This is an optimization exercise on Yosys and OpenROAD, whose aim is small area and a short achievable clock period, not a production implementation.
The RTL was checked by simulation tests, not by an equivalence proof against the original design.
Power figures rest on the tool's default switching activity, not on a simulated workload.

== run A ==
// instr_fetch_mem
module instr_fetch_mem #(
   parameter int                ADDR_W   = 7,
   parameter int                DATA_W   = 32,
   parameter int                DEPTH    = 96,
   parameter logic [DATA_W-1:0] NOP_WORD = DATA_W'(fetch_pkg::NOP_WORD_DEFAULT)
) (
   input  logic              clk,
   input  logic              rst_n,
   output logic              init_done,
   input  logic              load_en,
   input  logic [ADDR_W-1:0] load_addr,
   input  logic [DATA_W-1:0] load_data,
   output logic              load_gnt,
   output logic              load_oob,
   input  logic              fetch_req,
   input  logic [ADDR_W-1:0] fetch_addr,
   output logic              fetch_gnt,
   output logic              instr_valid,
   input  logic              instr_ready,
   output logic [DATA_W-1:0] instr_out,
   output logic [ADDR_W-1:0] instr_addr
);
Size in the first run: roughly 5500 cells after synthesis, ~120000 um^2 of cells after synthesis.
export LEC_CHECK = 0
export CAP_MARGIN = 20
export CORE_MARGIN = 2
export CORE_UTILIZATION = 65
export CTS_BUF_LIST = sky130_fd_sc_hd__clkbuf_16
export CTS_CLUSTER_DIAMETER = 70
export CTS_CLUSTER_SIZE = 32
export SETUP_SLACK_MARGIN = 2.2
export SLEW_MARGIN = 20
create_clock -name core_clock -period 5.0 [get_ports {clk}]
run.sh (not shown) runs the stock make flow with config.mk's settings and CLKGATE_MAP_FILE= SYNTH_SCRIPT=/design/flow/synth_recipe.tcl, a recipe that flattens the netlist after the stock synthesis.
### run A -> run B
- changing SETUP_SLACK_MARGIN from 2.2 to 2.0
- changing CTS_BUF_LIST from sky130_fd_sc_hd__clkbuf_16 to sky130_fd_sc_hd__clkbuf_8
- changing CTS_CLUSTER_SIZE from 32 to 12
- changing CTS_CLUSTER_DIAMETER from 70 to 35
- changing CORE_UTILIZATION from 65 to 60
### Flow results
- Run B ended with more signed area change from the synthesized netlist to the final layout than run A.
- Between run B and run A, it is run B whose count of non-CTS buffers in the layout is lower, by 87.
- Run B vs run A, instance count: run B higher
- Between run B and run A, it is run B whose via total after detailed routing is higher, by about 2%.
- Run B vs run A on power in combinational cells: run B is the lower one.
- Compared with run A, run B shows a higher routed wire length.
- Run B vs. run A: horizontal die dimension increased 4.0%; minimum setup slack in the final design decreased 0.41 ns; count of hold-fix buffers inserted at cts essentially unchanged.
- NOTE: sequential share of cell area in run B falls short of that of run A
Input changes introduced in run C (baseline for comparison: run B):
- CORE_UTILIZATION: 60 -> 65
- CTS_CLUSTER_DIAMETER: 35 -> 70
- CTS_BUF_LIST: sky130_fd_sc_hd__clkbuf_8 -> sky130_fd_sc_hd__clkbuf_16
- SETUP_SLACK_MARGIN: 2.0 -> 2.1
- CTS_CLUSTER_SIZE: 12 -> 36
--- outcome ---
- Having completed the whole flow, run C delivered a layout that passed the timing, design-rule and antenna checks.
- Every stage of the flow completed for run B, and the final layout passed the timing, design-rule and antenna checks.
- Run C vs. run B: clock group share of total power lower, global-route usage higher, number of design-rule violations left by the first detailed-router iteration higher, fraction of final layout cells with drive strength greater than 1 lower.
- Compared to run B, run C has final-stage net count 340 lower.
- Looking at worst setup slack, run C sits 0.34 ns higher than run B does.
- Final cell area excluding filler cells in run C is about 4% lower than in run B
- Diff run B -> run C: met3 wire length higher; standard-cell row count lower.
--- input diff run C..run D ---
- changing CTS_CLUSTER_SIZE from 36 to 30
- changing SETUP_SLACK_MARGIN from 2.1 to 2.3
- changing CTS_CLUSTER_DIAMETER from 70 to 60
--- outcome ---
- Run D finished all stages; the layout is clean.
- Changes observed in run D relative to run C: area growth from synthesis to layout now larger, pre-CTS worst setup slack now smaller.
- Run D vs run C — power rose about 3%.
- Relative to run C, number of nets in the finished design increased by 209 in run D.
- Re fraction of the mapped netlist area in adder cells: no difference whatsoever between run C and run D.
- Re final cell count: run C and run D aren't equal, and the lower value belongs to run C.


Starting RTL as in the previous note.
Settings: LEC_CHECK=0, CAP_MARGIN=20, CORE_MARGIN=2, CORE_UTILIZATION=60, CTS_BUF_LIST=sky130_fd_sc_hd__clkbuf_16, CTS_CLUSTER_DIAMETER=50, CTS_CLUSTER_SIZE=24, SETUP_SLACK_MARGIN=2.0, SLEW_MARGIN=20; clock period 5.0 ns.
Rerun with:
--- a/flow/config.mk
+++ b/flow/config.mk
@@ -14 +14 @@
-export SETUP_SLACK_MARGIN = 2.0
+export SETUP_SLACK_MARGIN = 2.3
Result:
- The new run completed with no timing, DRC or antenna violations
- wire length is higher by about 4%
- sequential power is about the same
- cell area goes up by 3.1%
- clock-buffer cell count climbs by 34
Rerun with:
--- a/flow/config.mk
+++ b/flow/config.mk
@@ -11,4 +11 @@
-export CTS_BUF_LIST = sky130_fd_sc_hd__clkbuf_16
-export CTS_CLUSTER_DIAMETER = 50
-export CTS_CLUSTER_SIZE = 24
-export SETUP_SLACK_MARGIN = 2.3
+export SETUP_SLACK_MARGIN = 2.0
Effect: The changed run passed the timing, design-rule and antenna checks. Clock power came out higher by about 4%. Final area came out lower by 2.1%. Hold slack improves by 230 ps. Utilization came out lower by 1.5 points. Power goes up by 1.1%.

[what the ideal ports hide]
In the flow no input, the clock included, has a driving cell. The finished layouts below were timed again as built, in two steps.
Step 1 sets driving cells, clkbuf_16 on the clock port and buf_2 on the other inputs (assumed; they add their load-dependent delay and slew).
Step 2 times the ports against the registers' clock, not the clock port: input delays grow and output delays shrink by t, the midpoint of the rising clock arrivals with the driver on.
Three values: ideal ports, drivers, drivers and shift; two values: the first two.
run	t, ns	slack for setup (ns)	hold slack, ns	worst setup path after step 2	worst data-port slew with drivers (ns)
run A	0.954	2.034 / 1.758 / 0.804	0.462 / 0.392 / 0.490	input to register	0.50
run B	1.228	1.623 / 1.492 / 0.264	0.354 / 0.279 / 0.477	input to register	0.27
run C	0.956	1.961 / 1.861 / 0.905	0.212 / 0.147 / 0.496	input to register	0.27
run D	0.962	1.981 / 1.589 / 0.627	0.489 / 0.464 / 0.489	input to register	0.55
the first run of note 2	0.990	1.746 / 1.618 / 0.628	0.049 / -0.008 / 0.486	input to register	0.32
the second run of note 2	1.026	1.968 / 1.765 / 0.739	0.251 / 0.176 / 0.469	input to register	0.46
the third run of note 2	1.022	1.768 / 1.677 / 0.655	0.483 / 0.483 / 0.483	input to register	0.28
After both steps every run listed still meets setup and hold. For run B, which loses most, drivers alone change the setup slack by -0.131 ns; drivers and shift together by -1.359 ns.
